Source: an optimization exercise on an open RTL-to-GDS flow (aim: small area, a short achievable clock period and few clock cycles). Production flows keep margins and buffers that such runs may drop. Where RTL was checked, it was by simulation tests only, not by an equivalence proof against the original. Function not checked in run 4: the RTL went through the layout flow alone.

## flow/design.v (module list and top-level ports; edited modules follow where they fit)
// module imm_dot: 3736 lines
// module integer_matrix_multiply: 228 lines
module integer_matrix_multiply (
  input  wire                                   clk,
  input  wire                                   rst,
  input  wire                                   in_valid,
  output logic                                  in_ready,
  input  wire        [1:0]                      operation,
  input  wire        [2:0]                      row_index,
  input  wire        [2:0]                      col_index,
  input  wire signed [15:0]                     element_value,
  output logic                                  out_valid,
  input  wire                                   out_ready,
  output logic       [2:0]                      out_row,
  output logic       [2:0]                      out_col,
  output logic signed [imm_pkg::PROD_WIDTH-1:0] product_value,
  output logic                                  last,
  output logic                                  dim_error,
  input  wire                                   cfg_we,
  input  wire        [1:0]                      cfg_index,
  input  wire        [3:0]                      cfg_data
);
  // ...
==> flow/run.sh <==
#!/bin/bash
# synth_recipe.tcl (not shown) runs the flow's synth.tcl, then flattens the netlist and writes it again
# the make line also repeats each setting of config.mk as NAME=value (left out here)
make -C /OpenROAD-flow-scripts/flow DESIGN_CONFIG=/design/flow/config.mk WORK_HOME=/design/flow/orfs CLKGATE_MAP_FILE= SYNTH_SCRIPT=/design/flow/synth_recipe.tcl finish
==> flow/config.mk <==
export PLATFORM = sky130hd
export DESIGN_NAME = integer_matrix_multiply
export DESIGN_NICKNAME = integer_matrix_multiply
export VERILOG_FILES = /design/flow/design.v
export SDC_FILE = /design/flow/constraint.sdc
export NUM_CORES = 4
export LEC_CHECK = 0
export CAP_MARGIN = 20
export CORE_MARGIN = 2
export CORE_UTILIZATION = 40
export SLEW_MARGIN = 20
==> flow/constraint.sdc <==
create_clock -name core_clock -period 10.0 [get_ports {clk}]
set_input_delay 2.0000 -clock core_clock [delete_from_list [all_inputs] [get_ports {clk}]]
set_output_delay 2.0000 -clock core_clock [all_outputs]
set_load 0.01 [all_outputs]
==> results by group, run 1 <==
Status
  • Status: complete, no violations

Timing
  • Setup WS post-layout: 4.68 ns
  • Final hold slack: 0.324 ns

Yosys
  • Post-synth top area share: 39.4%
  • Number of cells produced by synthesis: 15100

Min path
  • Startpoint of the worst hold path: u_dot.p4_0[14]
  • Cell count of the worst hold path: 0
  • Class of the worst hold path: flip-flop to flip-flop
  • Hold-critical path endpoint: u_dot.p8_0[2]

Finish
  • Flip-flop and latch area: 87600 um^2
  • Fin area: 193000 um^2
  • Leading cell kind: sequential cells
  • Multi-input combinational area share: 40.8%
  • Area delta synth->final: 9.84%

Route
  • Post-detailed-routing wire length: 585 mm
  • Wire length on met3: 60.0 mm
  • Total met2 wirelength after detailed routing: 254 mm

Setup path
  • Source of the critical timing path: out_ready
  • Worst stage delay on the critical path: 0.87 ns
  • Startpoint types: input port

Place
  • Number of buffer cells added on primary ports: 79

Die
  • Placement Rows: 243
  • Chip Width: 666 um

Global route
  • Number of global-route vias before repair: 112000

Clock network
  • Clock net sink count: 3224
Testbench counts, summed over its fixed seeds: cycles 11,975.
==> inputs of run 2 (changes only) <==
--- a/flow/config.mk
+++ b/flow/config.mk
@@ -6,4 +6,5 @@
 export NUM_CORES = 4
 export LEC_CHECK = 0
+export ABC_AREA = 1
 export CAP_MARGIN = 20
 export CORE_MARGIN = 2
==> run 2 against run 1 <==
  * Highest routed layer unchanged
  * Global-route usage increased by 1.2 points
  * Hold slack improved by 0.0013 ns
  * Synthesized cell count decreased by 9.3%
  * Critical endpoint is now u_dot.p4_14[15]
  * Synthesized area decreased by 11%
  * Die area decreased by 11%
==> results by group, run 2 <==
Setup path
  • CP Buf/Inv Count: 4
  • Required time reported for the critical path endpoint: 10.85 ns
  • Peak fanout along the critical path: 15
  • Endpoint arrival time on the critical path: 5.67 ns
  • Kind of critical path: flip-flop to flip-flop
  • CP delay by family, top: adder cells
  • Startpoint types: flip-flop
  • Cells along the critical path: inv_2 > o21ai_1 > o22ai_1 > xor2_1 > fa_1 > inv_1 > fa_1 > inv_1 > fa_1 > inv_1 > fa_1
  • Worst stage delay on the critical path: 0.91 ns (+0.04 ns)
  • Critical-path cell with the highest stage delay: o21ai_1
  • Most common cell on crit path: fa_1
  • Kind of end point of the critical path: flip-flop

Place
  • Detailed-placement wirelength estimate: 387 mm
  • Number of buffer cells added on primary ports: 79 (unchanged)
  • Inst Count DP: 18400
  • RD Place Congestion: 1.04
  • Placed cell area: 163000 um^2

Route
  • Post-detailed-routing wire length: 546 mm (-6.7%)
  • Drt first pass iters: 6
  • Total number of vias: 107000
  • Violation count after the first detailed-routing iteration: 14700
  • Number of DRC violations after detailed routing: 0
  • WL/cell: 28.6 um
  • Remaining antenna violation count after routing: 0
  • Via/cell ratio: 5.58

Clock network
  • Quantity of gates resized following cts: 0
  • TritonCTS clock tree: yes
  • CTS root buf: clkbuf_16
  • H-tree depth: 5
  • CTS Buf Count: 340
  • Insertion delay to the later sink of the worst-skew pair: 0.98 ns
  • Clock net sink count: 3224 (unchanged)
  • CTS clk-pin slew, worst paths: 0.06 ns
  • Number of setup buffers added after CTS: 0
  • Largest buffer count on any clock path: 4
  • Number of buffers inserted for hold repair after clock tree synthesis: 0

Finish
  • Fin area: 175000 um^2 (-9.4%)
  • Most frequent standard cell in the layout excluding fill and tap cells: edfxtp_1
  • # nets final: 14800
  • Registers with the highest flip-flop counts: a_st: 1024 flops, b_st: 1024 flops
  • Final cell count without fillers: 19100
  • Area delta synth->final: 11.5%
  • Layout cells sized above 1: 6.56%
  • Commonest cells after routing, fill and taps aside: 2303 x edfxtp_1, 2074 x nor2_1, 1334 x inv_1

Yosys
  • Cell types occupying the most area after synthesis: edfxtp_1 44%, fa_1 13%, dfxtp_1 12%
  • #FFs+latches synth: 3224
  • Synth warnings: 2
  • FFs w/ async S/R, synth: 0%
  • Post-synthesis cell area: 157000 um^2
  • Number of cells produced by synthesis: 13700 (-9.3%)
  • Average cell area after synthesis: 11.4 um^2
  • Most frequent cell after synthesis: edfxtp_1
  • Synth cell count leaders: 2303 x edfxtp_1, 2107 x nor2_1, 1338 x inv_1
  • Synth area leader: edfxtp_1
  • Post-synth EDFFs: 2303
  • Cell variety after synth: 49
  • Sequential cell area fraction in the yosys report: 55.9%
  • Post-synth top area share: 44.2% (+4.8 points)
  • Post-synthesis net count: 14900
  • Most used flip-flop cell after synthesis: edfxtp_1

Die
  • Starting Density: 40.2%
  • Boundary pin count: 80
  • Core Footprint: 389000 um^2
  • Chip Width: 630 um (-5.5%)
  • Floorplan die area: 396000 um^2
  • Die boundary height: 630 um
  • Placement Rows: 229 (-5.8%)

Global route
  • Maximum number of pins on one net before global-route repair: 185
  • Initial antenna violation count: 55
  • GR Overflow Total: 0
  • GR Util All Layers: 26.9%
  • Met3 GRT Util: 5.72%
  • Number of global-route vias before repair: 100000 (-11%)
  • Met1 Track Usage GR: 37.2%
  • Global routing's busiest layer: met2
  • Wire length of the first global-routing pass: 764 mm
  • Met2 Track Usage GR: 39.6%

Status
  • Status: complete, no violations

Min path
  • Class of the worst hold path: flip-flop to flip-flop

Timing
  • Number of endpoints with negative hold slack in the final report: 0
  • Final setup violating endpoints: 0
  • Max-slew headroom at the worst pin: 20.7%
  • Tmin final: 4.82 ns
  • Slew Limit Fails: 0
  • Actual slew at the worst max-slew pin: 1.19 ns
  • Final critical-path share of the clock period: 48.2%
  • Setup TNS: 0 ns
  • Worst clock skew: 0.0636 ns
  • Unrepaired setup endpoints after global routing: false
  • Maximum achievable frequency: 207 MHz

Job
  • Count of max-cap constraint violations: 0
run 2: metrics by stage:
step | utilization (%) | worst slack, ns | hold slack, ns
2_1_floorplan | - | 3.63 | 0.310
3_3_place_gp | 41.9 | 4.57 | 0.313
3_5_place_dp | 41.9 | 4.56 | 0.312
4_1_cts | 44.8 | 5.24 | 0.325
5_1_grt | 44.8 | 5.01 | 0.334
6_report | 44.8 | 5.18 | 0.325
run 2: layout make-up:
type                       instances  area, um^2
sequential                      3224       87600
antenna                           44         110
fill                           35900      215000
tap                             5197        6500
clock buffer                     483        9670
clock inverter                   140        1650
timing repair buffer             376        3160
inverter                        1394        5290
multi-input combinational       8228       60600
run 2: logic make-up after synthesis:
logic type      count (synthesis)  share of synthesized area [%]
compound gates               3107                           11.3
xor+xnor                     1047                           5.86
mux                             1                        0.00639
flops                        3224                           55.9
buf+inv                      2238                           5.48
simple gates                 2919                           7.13
fa+ha+maj                    1154                           14.3
run 2: final timing paths:
kind	start	end	slack [ns]	cells after the start
hold reg to reg	u_dot.p4_0[15]	u_dot.p8_0[3]	0.33	0
setup / recovery	rb[21]	u_dot.p4_14[15]	5.18	11
hold / removal	u_dot.p4_0[15]	u_dot.p8_0[3]	0.33	0
setup reg to reg	rb[21]	u_dot.p4_14[15]	5.18	11
run 2: routing by layer:
metal	wire, um	part of all wire [%]
met5	89	0.016
met1	220000	40
met4	34300	6.3
met2	234000	43
met3	57000	10
==> inputs of run 3 (changes only) <==
==> flow/flow/run.sh (new file) <==
#!/bin/bash
# The standard layout, with the timing repair steps asked to leave more setup slack.
set -euo pipefail
bash standard.sh SETUP_SLACK_MARGIN=6.5 finish > standard.log 2>&1
==> flow/standard.sh (new file) <==
#!/bin/bash
# synth_recipe.tcl (not shown) runs the flow's synth.tcl, then flattens the netlist and writes it again
# the make line also repeats each setting of config.mk as NAME=value (left out here)
make -C /OpenROAD-flow-scripts/flow DESIGN_CONFIG=/design/flow/config.mk WORK_HOME=/design/flow/orfs CLKGATE_MAP_FILE= SYNTH_SCRIPT=/design/flow/synth_recipe.tcl "${@:-finish}"
removed: flow/run.sh
==> run 3 against run 2 <==
  * Critical path type unchanged
  * Final cell count up 2.2%
  * Via count increased by 3.0%
  * Highest routed layer unchanged
  * Still clean
  * First-iteration DRC count is 2.2% higher
  * Worst setup slack improved by 1.1 ns
  * Sequential share of layout area decreased by 2.1 points
  * Register-to-register slack better by 1.1 ns
==> results by group, run 3 <==
Setup path
  • Critical-path cell with the highest stage delay: fa_1
  • Kind of critical path: flip-flop to flip-flop
  • Cells along the critical path: buf_4 > buf_6 > clkinv_8 > o21ai_4 > buf_4 > o22ai_2 > xor2_1 > fa_1 > fa_2 > fa_1 > inv_2 > fa_2
  • Peak fanout along the critical path: 4 (-11)
  • Launch instance of the worst register-to-register path: rb[11]
  • Worst stage delay on the critical path: 0.59 ns (-0.32 ns)
  • Kind of end point of the critical path: flip-flop
  • Required time reported for the critical path endpoint: 10.96 ns (+0.11 ns)
  • Startpoint types: flip-flop
  • Source of the critical timing path: rb[11]
  • Endpoint arrival time on the critical path: 4.66 ns (-1.01 ns)

Clock network
  • CTS clk-pin slew, worst paths: 0.07 ns (about the same)
  • CTS Buf Count: 346 (+1.8%)
  • Largest buffer count on any clock path: 4 (unchanged)
  • Clock net sink count: 3224 (unchanged)
  • CTS root buf: clkbuf_16
  • Insertion delay to the later sink of the worst-skew pair: 1.03 ns (+0.05 ns)
  • TritonCTS clock tree: yes
  • H-tree depth: 5 (unchanged)
  • Number of buffers inserted for hold repair after clock tree synthesis: 0 (unchanged)

Yosys
  • Simple-Gate Fraction of Synth Area: 7.13% (unchanged)
  • Main combinational cell family by area after synthesis: adder cells
  • #FFs+latches synth: 3224 (unchanged)
  • Compound-Gate Fraction of Synth Area: 11.3% (unchanged)
  • Average cell area after synthesis: 11.4 um^2 (unchanged)
  • Fraction of synthesized cell area in xor and xnor cells: 5.86% (unchanged)
  • Sequential cell area fraction in the yosys report: 55.9% (unchanged)
  • Mux contribution to synthesized area: 0.00639% (unchanged)
  • Cell variety after synth: 49 (unchanged)
  • Most frequent cell after synthesis: edfxtp_1
  • Post-synthesis net count: 14900 (unchanged)
  • Post-synthesis cell area: 157000 um^2 (unchanged)
  • Post-synth EDFFs: 2303 (unchanged)
  • Synth cell count leaders: 2303 x edfxtp_1, 2107 x nor2_1, 1338 x inv_1
  • Post-synth top area share: 44.2% (unchanged)
  • Number of cells produced by synthesis: 13700 (unchanged)
  • Most used flip-flop cell after synthesis: edfxtp_1
  • Synth warnings: 2 (unchanged)
  • Cell types occupying the most area after synthesis: edfxtp_1 44%, fa_1 13%, dfxtp_1 12%
  • FFs w/ async S/R, synth: 0% (unchanged)
  • Synth area leader: edfxtp_1
  • Synthesized-area fraction occupied by adder cells: 14.3% (unchanged)

Route
  • Drt first pass iters: 6 (unchanged)
  • Remaining antenna violation count after routing: 0 (unchanged)
  • Violation count after the first detailed-routing iteration: 15000 (+2.2%)
  • Number of DRC violations after detailed routing: 0 (unchanged)
  • WL/cell: 28.9 um (+1.1%)
  • Post-detailed-routing wire length: 564 mm (+3.3%)
  • Via/cell ratio: 5.63 (+0.79%)
  • Total number of vias: 110000 (+3.0%)

Timing
  • Actual slew at the worst max-slew pin: 1.22 ns (+0.0311 ns)
  • Final setup violating endpoints: 0 (unchanged)
  • Worst clock skew: 0.0738 ns (+0.0102 ns)
  • Setup WS post-layout: 6.30 ns (+1.12 ns)
  • Tmin final: 3.70 ns (-1.12 ns)
  • Final critical-path share of the clock period: 37.0% (-11 points)
  • Unrepaired setup endpoints after global routing: true
  • Number of endpoints with negative hold slack in the final report: 0 (unchanged)
  • Final hold slack: 0.331 ns (+0.00631 ns)
  • Slew Limit Fails: 0 (unchanged)
  • Maximum achievable frequency: 270 MHz (+30%)
  • Max-slew headroom at the worst pin: 18.4% (-2.3 points)
  • Setup TNS: 0 ns (unchanged)

Status
  • Status: complete, no violations

Die
  • Starting Density: 40.2% (unchanged)
  • Chip Width: 630 um (unchanged)
  • Die boundary height: 630 um (unchanged)
  • Floorplan die area: 396000 um^2 (unchanged)
  • Placement Rows: 229 (unchanged)
  • Boundary pin count: 80 (unchanged)
  • Core Footprint: 389000 um^2 (unchanged)

Place
  • Worst slack after detailed placement: 4.75 ns (+0.193 ns)
  • Number of buffer cells added on primary ports: 79 (unchanged)
  • Detailed-placement wirelength estimate: 388 mm (+0.37%)
  • RD Place Congestion: 1.08 (+3.1%)
  • Placed cell area: 163000 um^2 (-0.30%)

Global route
  • GR Overflow Total: 0 (unchanged)
  • Number of global-route vias before repair: 102000 (+1.9%)
  • Initial antenna violation count: 38 (-31%)
  • Maximum number of pins on one net before global-route repair: 199 (+7.6%)
  • Wire length of the first global-routing pass: 778 mm (+1.9%)
  • GR Util All Layers: 27.5% (+0.57 points)

Finish
  • Fin area: 182000 um^2 (+4.4%)
  • Number of filler instances in the final layout: 35000 (-2.5%)
  • # nets final: 15200 (+2.8%)
  • Layout cells sized above 1: 13.3% (+6.7 points)
  • Commonest cells after routing, fill and taps aside: 2303 x edfxtp_1, 1938 x nor2_1, 1256 x o21ai_0
  • Registers with the highest flip-flop counts: a_st: 1024 flops, b_st: 1024 flops
  • Area delta synth->final: 16.4%
  • Most frequent standard cell in the layout excluding fill and tap cells: edfxtp_1

Job
  • Count of max-cap constraint violations: 0 (unchanged)

Min path
  • Startpoint of the worst hold path: u_dot.p4_0[15]
  • Class of the worst hold path: flip-flop to flip-flop
==> run 3: cell count changes in the layout (fill, tap and decap cells not counted), sizes merged <==
cell / before / now
buf: 297 / 727
clkinvlp: 6 / 88
inv: 1388 / 1328
clkdlybuf4s50: 79 / 34
clkinv: 116 / 139
clkbuf: 483 / 468
diode: 44 / 31
bufinv: 24 / 28
nand2: 722 / 725
nor2: 2110 / 2112
and2: 2 / 3
bufbuf: 0 / 1
==> run 3: cells by family (layout without fill, tap and decap cells) <==
kind of cell | Yosys count | after routing
xor+xnor | 1047 | 1047
other cells | 0 | 31
mux | 1 | 1
buf+inv | 2238 | 2813
flops | 3224 | 3224
compound gates | 3107 | 3107
fa+ha+maj | 1154 | 1154
simple gates | 2919 | 2925
==> run 3: layout make-up <==
type                    instances  area, um^2  area share, %
diodes                         31        77.6         0.0426
clock buffers                 462        9660           5.30
clock inverters               183        2010           1.10
inverters                    1394        5730           3.14
multi-input cells            8234       63000           34.6
flip-flops and latches       3224       87600           48.1
well taps                    5197        6500           3.57
repair buffers                768        7570           4.15
repair inverters                6        37.5         0.0206
==> run 3: routing by layer <==
metal / GRT usage [%] / vias up / wire [um]
li1: - / 47300 / -
met1: 36.6 / 55000 / 217000
met2: 40.2 / 6260 / 240000
met3: 7.02 / 1190 / 64100
met4: 16.9 / 8 / 42200
met5: 0 / - / 50
==> run 3: repair_timing <==
| item | 4_1_cts | 5_1_grt |
|---|---|---|
| pin swaps | 81 | 129 |
| gates resized for setup | 616 | 298 |
| gates cloned | 11 | 12 |
| setup buffers | 331 | 162 |
| setup endpoints to repair | 2660 | 2076 |
==> run 3: final timing paths <==
check                                       end  cells past startpoint  slack (ns)
worst max-delay path            u_dot.p4_15[15]                     12        6.30
worst min-delay path              u_dot.p8_0[3]                      0        0.33
worst max register to register  u_dot.p4_15[15]                     12        6.30
worst min register to register    u_dot.p8_0[3]                      0        0.33
==> run 3: critical path: cells and delay by family, from the launching register on <==
family	cells	cell delay [ns]
buf+inv	5	0.58
compound gates	2	0.23
xor+xnor	1	0.21
fa+ha+maj	4	2.10
flops	1	0.54
==> run 3: metrics by stage <==
step                util [%]  cells
finish                  46.8  19500
global route            46.8  19500
CTS                     46.0  19300
detailed placement      41.8  18300
global placement        41.8  18300
floorplan                  -  13700
==> module integer_matrix_multiply, before the edit <==
module integer_matrix_multiply (
  input  wire                                   clk,
  input  wire                                   rst,
  input  wire                                   in_valid,
  output logic                                  in_ready,
  input  wire        [1:0]                      operation,
  input  wire        [2:0]                      row_index,
  input  wire        [2:0]                      col_index,
  input  wire signed [15:0]                     element_value,
  output logic                                  out_valid,
  input  wire                                   out_ready,
  output logic       [2:0]                      out_row,
  output logic       [2:0]                      out_col,
  output logic signed [imm_pkg::PROD_WIDTH-1:0] product_value,
  output logic                                  last,
  output logic                                  dim_error,
  input  wire                                   cfg_we,
  input  wire        [1:0]                      cfg_index,
  input  wire        [3:0]                      cfg_data
);
  logic [3:0] a_rows, a_cols, b_rows, b_cols;
  logic [2:0] ar1, ac1, br1, bc1;
  logic       err;
  always_ff @(posedge clk) begin
    if (rst) begin
      a_rows <= 4'd1;
      a_cols <= 4'd1;
      b_rows <= 4'd1;
      b_cols <= 4'd1;
    end else if (cfg_we) begin
      case (cfg_index)
        2'd0: a_rows <= cfg_data;
        2'd1: a_cols <= cfg_data;
        2'd2: b_rows <= cfg_data;
        default: b_cols <= cfg_data;
      endcase
    end
  end
  assign ar1 = imm_pkg::dim_m1(a_rows);
  assign ac1 = imm_pkg::dim_m1(a_cols);
  assign br1 = imm_pkg::dim_m1(b_rows);
  assign bc1 = imm_pkg::dim_m1(b_cols);
  assign err = (ac1 != br1);
  logic        rdy;
  logic        ir_v, sk_v;
  logic [1:0]  ir_op, sk_op;
  logic [2:0]  ir_r, ir_c, sk_r, sk_c;
  logic [15:0] ir_d, sk_d;
  logic        in_fire, ir_go, ir_take;
  assign in_ready = rdy;
  assign in_fire  = in_valid && rdy;
  logic       active, rb_ok;
  logic [2:0] ii, jj;
  logic       iss, iss_last, rb_load;
  logic       haz_a;
  assign rb_load = active && !rb_ok;
  assign haz_a   = active && (ir_r <= ar1) && (ir_r > ii);
  always_comb begin
    case (ir_op)
      imm_pkg::OP_WRITE_A: ir_go = !haz_a;
      imm_pkg::OP_WRITE_B: ir_go = !active;
      imm_pkg::OP_COMPUTE: ir_go = !active;
      default:             ir_go = 1'b1;
    endcase
    ir_go = ir_go && ir_v;
  end
  assign ir_take = !ir_v || ir_go;
  function automatic logic [1:0] keep_op(logic [1:0] op, logic r);
    keep_op = (r && op == imm_pkg::OP_COMPUTE) ? 2'd3 : op;
  endfunction
  always_ff @(posedge clk) begin
    if (ir_take) begin
      ir_v <= sk_v || in_fire;
      sk_v <= 1'b0;
      rdy  <= 1'b1;
    end else if (in_fire) begin
      sk_v <= 1'b1;
      rdy  <= 1'b0;
    end
    if (ir_take) begin
      if (sk_v) begin
        ir_op <= keep_op(sk_op, rst);
        ir_r  <= sk_r;
        ir_c  <= sk_c;
        ir_d  <= sk_d;
      end else begin
        ir_op <= keep_op(operation, rst);
        ir_r  <= row_index;
        ir_c  <= col_index;
        ir_d  <= element_value;
      end
    end else begin
      ir_op <= keep_op(ir_op, rst);
      if (!sk_v) begin
        sk_op <= operation;
        sk_r  <= row_index;
        sk_c  <= col_index;
        sk_d  <= element_value;
      end else begin
        sk_op <= keep_op(sk_op, rst);
      end
    end
  end
  logic [1023:0] a_st, b_st;
  logic          we_a, we_b;
  assign we_a = ir_go && (ir_op == imm_pkg::OP_WRITE_A);
  assign we_b = ir_go && (ir_op == imm_pkg::OP_WRITE_B);
  always_ff @(posedge clk) begin
    for (int w = 0; w < 64; w++) begin
      if (we_a && {ir_r, ir_c} == 6'(w)) a_st[16*w +: 16] <= ir_d;
      if (we_b && {ir_r, ir_c} == 6'(w)) b_st[16*w +: 16] <= ir_d;
    end
  end
  logic [2:0] ar_i, bc_i;
  logic [3:0] occ;
  logic       hand;
  assign hand     = out_valid && out_ready;
  assign ar_i     = err ? 3'd0 : ar1;
  assign bc_i     = err ? 3'd0 : bc1;
  assign iss      = active && (occ != 4'd4 || hand);
  assign iss_last = (ii == ar_i) && (jj == bc_i);
  always_ff @(posedge clk) begin
    if (rst) begin
      active <= 1'b0;
    end else if (ir_go && ir_op == imm_pkg::OP_COMPUTE) begin
      active <= 1'b1;
    end else if (iss && iss_last) begin
      active <= 1'b0;
    end
    if (ir_go && ir_op == imm_pkg::OP_COMPUTE) begin
      ii    <= 3'd0;
      jj    <= 3'd0;
      rb_ok <= 1'b0;
    end else begin
      if (rb_load) rb_ok <= 1'b1;
      if (iss) begin
        if (jj == bc_i) begin
          jj    <= 3'd0;
          ii    <= ii + 3'd1;
          rb_ok <= 1'b0;
        end else begin
          jj <= jj + 3'd1;
        end
      end
    end
  end
  logic [127:0] rb, bcol;
  always_ff @(posedge clk) begin
    if (rb_load) begin
      for (int k = 0; k < 8; k++)
        rb[16*k +: 16] <= (3'(k) <= ac1) ? a_st[128*ii + 16*k +: 16] : 16'd0;
    end
    for (int k = 0; k < 8; k++)
      bcol[16*k +: 16] <= b_st[128*k + 16*jj +: 16];
  end
  logic        v1, v2, v3;
  logic [34:0] dot;
  imm_dot u_dot (
    .clk(clk),
    .a  (rb),
    .b  (bcol),
    .sum(dot)
  );
  always_ff @(posedge clk) begin
    if (rst) begin
      v1 <= 1'b0;
      v2 <= 1'b0;
      v3 <= 1'b0;
    end else begin
      v1 <= iss;
      v2 <= v1;
      v3 <= v2;
    end
  end
  logic [34:0] q0, q1, q2;
  logic [1:0]  qn;
  logic        out_free, take_q, take_d;
  logic [2:0]  orow, ocol;
  logic        olast;
  assign out_free = !out_valid || out_ready;
  assign take_q   = out_free && (qn != 2'd0);
  assign take_d   = out_free && (qn == 2'd0) && v3;
  assign olast    = err || (orow == ar1 && ocol == bc1);
  always_ff @(posedge clk) begin
    if (rst) begin
      occ       <= 4'd0;
      qn        <= 2'd0;
      out_valid <= 1'b0;
      orow      <= 3'd0;
      ocol      <= 3'd0;
    end else begin
      occ <= occ + 4'(iss) - 4'(hand);
      qn  <= qn + 2'(v3 && !take_d) - 2'(take_q);
      if (take_q || take_d) begin
        out_valid <= 1'b1;
        if (olast) begin
          orow <= 3'd0;
          ocol <= 3'd0;
        end else if (ocol == bc1) begin
          ocol <= 3'd0;
          orow <= orow + 3'd1;
        end else begin
          ocol <= ocol + 3'd1;
        end
      end else if (out_ready) begin
        out_valid <= 1'b0;
      end
    end
    if (take_q) begin
      q0 <= q1;
      q1 <= q2;
    end
    if (v3 && !take_d) begin
      case (qn - 2'(take_q))
        2'd0:    q0 <= dot;
        2'd1:    q1 <= dot;
        default: q2 <= dot;
      endcase
    end
    if (take_q || take_d) begin
      out_row       <= err ? 3'd0 : orow;
      out_col       <= err ? 3'd0 : ocol;
      product_value <= err ? 35'd0 : (take_q ? q0 : dot);
      last          <= olast;
      dim_error     <= err;
    end
  end
endmodule
==> inputs of run 4 (changes only) <==
--- a/flow/design.v
+++ b/flow/design.v
@@ -3859,11 +3859,17 @@
   end
   logic [1023:0] a_st, b_st;
-  logic          we_a, we_b;
-  assign we_a = ir_go && (ir_op == imm_pkg::OP_WRITE_A);
-  assign we_b = ir_go && (ir_op == imm_pkg::OP_WRITE_B);
+  logic          wa, wb;
+  logic [5:0]    w_adr;
+  logic [15:0]   w_dat;
+  always_ff @(posedge clk) begin
+    wa    <= ir_go && (ir_op == imm_pkg::OP_WRITE_A);
+    wb    <= ir_go && (ir_op == imm_pkg::OP_WRITE_B);
+    w_adr <= {ir_r, ir_c};
+    w_dat <= ir_d;
+  end
   always_ff @(posedge clk) begin
     for (int w = 0; w < 64; w++) begin
-      if (we_a && {ir_r, ir_c} == 6'(w)) a_st[16*w +: 16] <= ir_d;
-      if (we_b && {ir_r, ir_c} == 6'(w)) b_st[16*w +: 16] <= ir_d;
+      if (wa && w_adr == 6'(w)) a_st[16*w +: 16] <= w_dat;
+      if (wb && w_adr == 6'(w)) b_st[16*w +: 16] <= w_dat;
     end
   end
@@ -3929,7 +3935,7 @@
     end
   end
-  logic [34:0] q0, q1, q2;
-  logic [1:0]  qn;
-  logic        out_free, take_q, take_d;
+  logic [34:0] q0, q1, q2, qh;
+  logic [1:0]  qn, wp, rp;
+  logic        out_free, take_q, take_d, push;
   logic [2:0]  orow, ocol;
   logic        olast;
@@ -3937,9 +3943,13 @@
   assign take_q   = out_free && (qn != 2'd0);
   assign take_d   = out_free && (qn == 2'd0) && v3;
+  assign push     = v3 && !take_d;
   assign olast    = err || (orow == ar1 && ocol == bc1);
+  assign qh       = (rp == 2'd0) ? q0 : (rp == 2'd1) ? q1 : q2;
   always_ff @(posedge clk) begin
     if (rst) begin
       occ       <= 4'd0;
       qn        <= 2'd0;
+      wp        <= 2'd0;
+      rp        <= 2'd0;
       out_valid <= 1'b0;
       orow      <= 3'd0;
@@ -3947,5 +3957,7 @@
     end else begin
       occ <= occ + 4'(iss) - 4'(hand);
-      qn  <= qn + 2'(v3 && !take_d) - 2'(take_q);
+      qn  <= qn + 2'(push) - 2'(take_q);
+      if (push) wp <= (wp == 2'd2) ? 2'd0 : wp + 2'd1;
+      if (take_q) rp <= (rp == 2'd2) ? 2'd0 : rp + 2'd1;
       if (take_q || take_d) begin
         out_valid <= 1'b1;
@@ -3963,19 +3975,13 @@
       end
     end
-    if (take_q) begin
-      q0 <= q1;
-      q1 <= q2;
-    end
-    if (v3 && !take_d) begin
-      case (qn - 2'(take_q))
-        2'd0:    q0 <= dot;
-        2'd1:    q1 <= dot;
-        default: q2 <= dot;
-      endcase
+    if (v3) begin
+      if (wp == 2'd0) q0 <= dot;
+      if (wp == 2'd1) q1 <= dot;
+      if (wp == 2'd2) q2 <= dot;
     end
     if (take_q || take_d) begin
       out_row       <= err ? 3'd0 : orow;
       out_col       <= err ? 3'd0 : ocol;
-      product_value <= err ? 35'd0 : (take_q ? q0 : dot);
+      product_value <= err ? 35'd0 : (take_q ? qh : dot);
       last          <= olast;
       dim_error     <= err;
==> flow/run.sh (new file) <==
#!/bin/bash
# synth_recipe.tcl (not shown) runs the flow's synth.tcl, then flattens the netlist and writes it again
# the make line also repeats each setting of config.mk as NAME=value (left out here)
make -C /OpenROAD-flow-scripts/flow DESIGN_CONFIG=/design/flow/config.mk WORK_HOME=/design/flow/orfs CLKGATE_MAP_FILE= SYNTH_SCRIPT=/design/flow/synth_recipe.tcl finish
removed: flow/flow/run.sh
removed: flow/standard.sh
==> run 4 against run 3 <==
  * Non-clock buffer count down 395
  * First-iteration DRC count shrank 4.5%
  * Synthesized area is 0.18% higher
  * Synthesized cell count shrank 1.7%
  * Sequential share of layout area is 2.8 points higher
  * Highest routed layer unchanged
  * Largest cell class unchanged
  * Wire length down 1.9%
==> results by group, run 4 <==
Die
  • Chip Width: 630 um (about the same)
  • Floorplan die area: 397000 um^2 (+0.18%)
  • Die boundary height: 630 um (about the same)
  • Placement Rows: 229 (unchanged)
  • Boundary pin count: 80 (unchanged)
  • Core Footprint: 390000 um^2 (about the same)
  • Starting Density: 40.3% (+0.042 points)

Finish
  • Area delta synth->final: 11.5%
  • Number of filler instances in the final layout: 35700 (+2.2%)
  • Registers with the highest flip-flop counts: a_st: 1024 flops, b_st: 1024 flops
  • Commonest cells after routing, fill and taps aside: 2373 x edfxtp_1, 2023 x nor2_1, 1282 x inv_1
  • Most frequent standard cell in the layout excluding fill and tap cells: edfxtp_1
  • Layout cells sized above 1: 6.90% (-6.4 points)
  • Flip-flop and latch area: 88900 um^2 (+1.5%)
  • Post-layout util: 44.9% (-1.9 points)
  • # nets final: 14500 (-4.1%)
  • Multi-input gate area in the final layout: 59900 um^2 (-5.0%)

Yosys
  • Synth area leader: edfxtp_1
  • #FFs+latches synth: 3252 (+0.87%)
  • Post-synthesis cell area: 157000 um^2 (+0.18%)
  • Most used flip-flop cell after synthesis: edfxtp_1
  • Synth warnings: 2 (unchanged)
  • Most frequent cell after synthesis: edfxtp_1
  • Average cell area after synthesis: 11.7 um^2 (+1.9%)
  • Post-synth top area share: 45.4% (+1.3 points)
  • Cell variety after synth: 48 (-2.0%)
  • Number of cells produced by synthesis: 13500 (-1.7%)
  • Sequential cell area fraction in the yosys report: 56.6% (+0.70 points)
  • Post-synth EDFFs: 2373 (+3.0%)
  • Cell types occupying the most area after synthesis: edfxtp_1 45%, fa_1 13%, dfxtp_1 11%
  • Post-synthesis net count: 14600 (-1.6%)
  • Synth cell count leaders: 2373 x edfxtp_1, 2062 x nor2_1, 1286 x inv_1
  • FFs w/ async S/R, synth: 0% (unchanged)

Global route
  • Number of global-route vias before repair: 98600 (-3.4%)
  • GR Util All Layers: 27.1% (-0.32 points)
  • GR Overflow Total: 0 (unchanged)
  • Maximum number of pins on one net before global-route repair: 164 (-18%)
  • Wire length of the first global-routing pass: 767 mm (-1.4%)
  • Initial antenna violation count: 28 (-26%)

Setup path
  • WP depth: 10 (-2)
  • Kind of end point of the critical path: flip-flop
  • Worst stage delay on the critical path: 0.85 ns (+0.26 ns)
  • Worst R2R Path Depth: 10 (-2)
  • Critical R2R Capture: u_dot.p4_17[16]
  • Launch instance of the worst register-to-register path: rb[5]
  • Source of the critical timing path: rb[5]
  • Peak fanout along the critical path: 15 (+11)
  • CP delay by family, top: adder cells
  • Startpoint types: flip-flop
  • Most common cell on crit path: fa_1
  • CP Buf/Inv Count: 3 (-2)
  • Cells along the critical path: inv_2 > o21ai_1 > o22ai_1 > xor2_1 > fa_1 > fa_1 > inv_1 > fa_1 > inv_1 > fa_1
  • Endpoint arrival time on the critical path: 5.53 ns (+0.87 ns)
  • Worst reg-to-reg setup slack: 5.29 ns (-1.01 ns)
  • Required time reported for the critical path endpoint: 10.83 ns (-0.13 ns)
  • Kind of critical path: flip-flop to flip-flop
  • Critical-path cell with the highest stage delay: o21ai_1
  • CP endpoint: u_dot.p4_17[16]

Route
  • Post-detailed-routing wire length: 553 mm (-1.9%)
  • WL/cell: 29.3 um (+1.4%)
  • Number of DRC violations after detailed routing: 0 (unchanged)
  • Total number of vias: 105000 (-4.0%)
  • Via/cell ratio: 5.59 (-0.70%)
  • Violation count after the first detailed-routing iteration: 14400 (-4.5%)
  • Remaining antenna violation count after routing: 0 (unchanged)
  • Drt first pass iters: 9 (+3)

Clock network
  • H-tree depth: 5 (unchanged)
  • Quantity of gates resized following cts: 0 (-100%)
  • Number of setup buffers added after CTS: 0 (-100%)
  • CTS clk-pin slew, worst paths: 0.06 ns (about the same)
  • Clock net sink count: 3252 (+0.87%)
  • Largest buffer count on any clock path: 4 (unchanged)
  • Insertion delay to the later sink of the worst-skew pair: 1.00 ns (-0.03 ns)
  • CTS Buf Count: 349 (+0.87%)
  • Number of buffers inserted for hold repair after clock tree synthesis: 0 (unchanged)
  • TritonCTS clock tree: yes
  • CTS root buf: clkbuf_16

Timing
  • Tmin final: 4.71 ns (+1.01 ns)
  • Setup TNS: 0 ns (unchanged)
  • Final critical-path share of the clock period: 47.1% (+10 points)
  • Actual slew at the worst max-slew pin: 1.14 ns (-0.0811 ns)
  • Maximum achievable frequency: 212 MHz (-21%)
  • Final setup violating endpoints: 0 (unchanged)
  • Max-slew headroom at the worst pin: 24.0% (+5.5 points)
  • Slew Limit Fails: 0 (unchanged)
  • Number of endpoints with negative hold slack in the final report: 0 (unchanged)
  • Unrepaired setup endpoints after global routing: false
  • Worst clock skew: 0.0815 ns (+0.00767 ns)

Place
  • Detailed-placement wirelength estimate: 394 mm (+1.4%)
  • Number of buffer cells added on primary ports: 79 (unchanged)
  • RD Place Congestion: 1.05 (-2.9%)

Min path
  • Class of the worst hold path: flip-flop to flip-flop

Job
  • Count of max-cap constraint violations: 0 (unchanged)

Status
  • Status: complete, no violations
## run 4: changes by cell type in the layout (fill, tap and decap cells not counted), sizes merged, moves of 18 or more
cell	previous run	this run
buf	727	295
clkbuf	468	487
clkdlybuf4s50	34	78
clkinvlp	88	10
dfxtp	921	879
diode	31	13
edfxtp	2303	2373
nand2	725	620
nor2	2112	2067
o21ai	1353	1312
## run 4: worst min path at each step
stage | start | to | slack [ns] | depth (start not counted)
2_1_floorplan | u_dot.p4_0[13] | u_dot.p8_0[1] | 0.31 | 0
3_3_place_gp | u_dot.p4_0[15] | u_dot.p8_0[3] | 0.32 | 0
3_5_place_dp | u_dot.p4_0[15] | u_dot.p8_0[3] | 0.31 | 0
4_1_cts | u_dot.p4_0[15] | u_dot.p8_0[3] | 0.33 | 0
5_1_grt | u_dot.p4_0[15] | u_dot.p8_0[3] | 0.33 | 0
6_report | u_dot.p4_0[15] | u_dot.p8_0[3] | 0.33 | 0
## run 4: logic make-up (layout without fill, tap and decap cells)
| kind of cell | Yosys count | after routing | synth area share (%) |
|---|---|---|---|
| adder cells (fa/ha/maj) | 1154 | 1154 | 14.3 |
| buffers and inverters | 2168 | 2354 | 5.30 |
| multiplexers | 1 | 1 | 0.00638 |
| other | 0 | 13 | 0 |
| flip-flops | 3252 | 3252 | 56.6 |
| AND/OR/NAND/NOR | 2771 | 2771 | 6.79 |
| XOR/XNOR | 1052 | 1052 | 5.87 |
| AO/OA/AOI/OAI | 3058 | 3058 | 11.1 |
## run 4: routing by layer
| metal | vias up | GRT usage [%] | part of all wire [%] |
|---|---|---|---|
| li1 | 45800 | - | - |
| met4 | 6 | 11.5 | 5.1 |
| met5 | - | 0 | 0.0074 |
| met3 | 873 | 5.83 | 10 |
| met2 | 5460 | 41.5 | 44 |
| met1 | 53200 | 37.5 | 41 |
## run 4: cell type report
type / count / share of cell area [%]
Antenna cell: 13 / 0.0186
Clock buffer: 487 / 5.60
Clock inverter: 155 / 0.916
Inverter: 1339 / 2.90
Multi-Input combinational cell: 8036 / 34.2
Sequential cell: 3252 / 50.8
Tap cell: 5197 / 3.72
Timing Repair Buffer: 373 / 1.77
## run 4: worst reg2reg max path: stages (launching register included)
cell and delay (ns):
edfxtp_1 0.81, inv_2 0.28, o21ai_1 0.85, o22ai_1 0.17
xor2_1 0.21, fa_1 0.45, fa_1 0.55, inv_1 0.05
fa_1 0.59, inv_1 0.14, fa_1 0.48
## run 4: stage by stage
stage | cells | setup slack [ns] | hold slack, ns | instance area (um^2)
2_1_floorplan | 13500 | 3.62 | 0.310 | 157000
3_3_place_gp | 18200 | 5.35 | 0.315 | 163000
3_5_place_dp | 18200 | 5.33 | 0.312 | 163000
4_1_cts | 18800 | 5.31 | 0.325 | 175000
5_1_grt | 18800 | 5.03 | 0.329 | 175000
6_report | 18900 | 5.29 | 0.325 | 175000

-- port drivers added, routing unchanged --
Ports are ideal in the flow. The routed layouts listed here were re-timed in OpenROAD.
Step 1, drivers: a clkbuf_16 drives clk and a buf_2 each remaining input, both assumed.
Step 2 adds t to the input delays and takes it off the output delays; t is the mean of the earliest and latest rising clock arrival at the registers after step 1. Input paths then give back, and output paths get back, about the clock's delay inside the block.
Three values: ideal ports, drivers, drivers and shift; two values: the first two.
run	shift t [ns]	slack for setup (ns)	hold WS [ns]	clock arrival spread, ns	cell pins on the clock port's net
run 1	1.057	4.682 / 4.759 / 3.702	0.324 / 0.324 / 0.324	0.140 / 0.140	1
run 2	1.063	5.180 / 5.180 / 4.504	0.325 / 0.325 / 0.325	0.071 / 0.071	1
run 3	1.109	6.301 / 6.197 / 5.615	0.331 / 0.331 / 0.331	0.080 / 0.080	1
run 4	1.060	5.294 / 5.294 / 5.294	0.325 / 0.325 / 0.325	0.083 / 0.082	1
After both steps setup and hold are still met in every run listed. For run 1, which loses most, drivers alone change the setup slack by +0.077 ns; drivers and shift together by -0.980 ns.
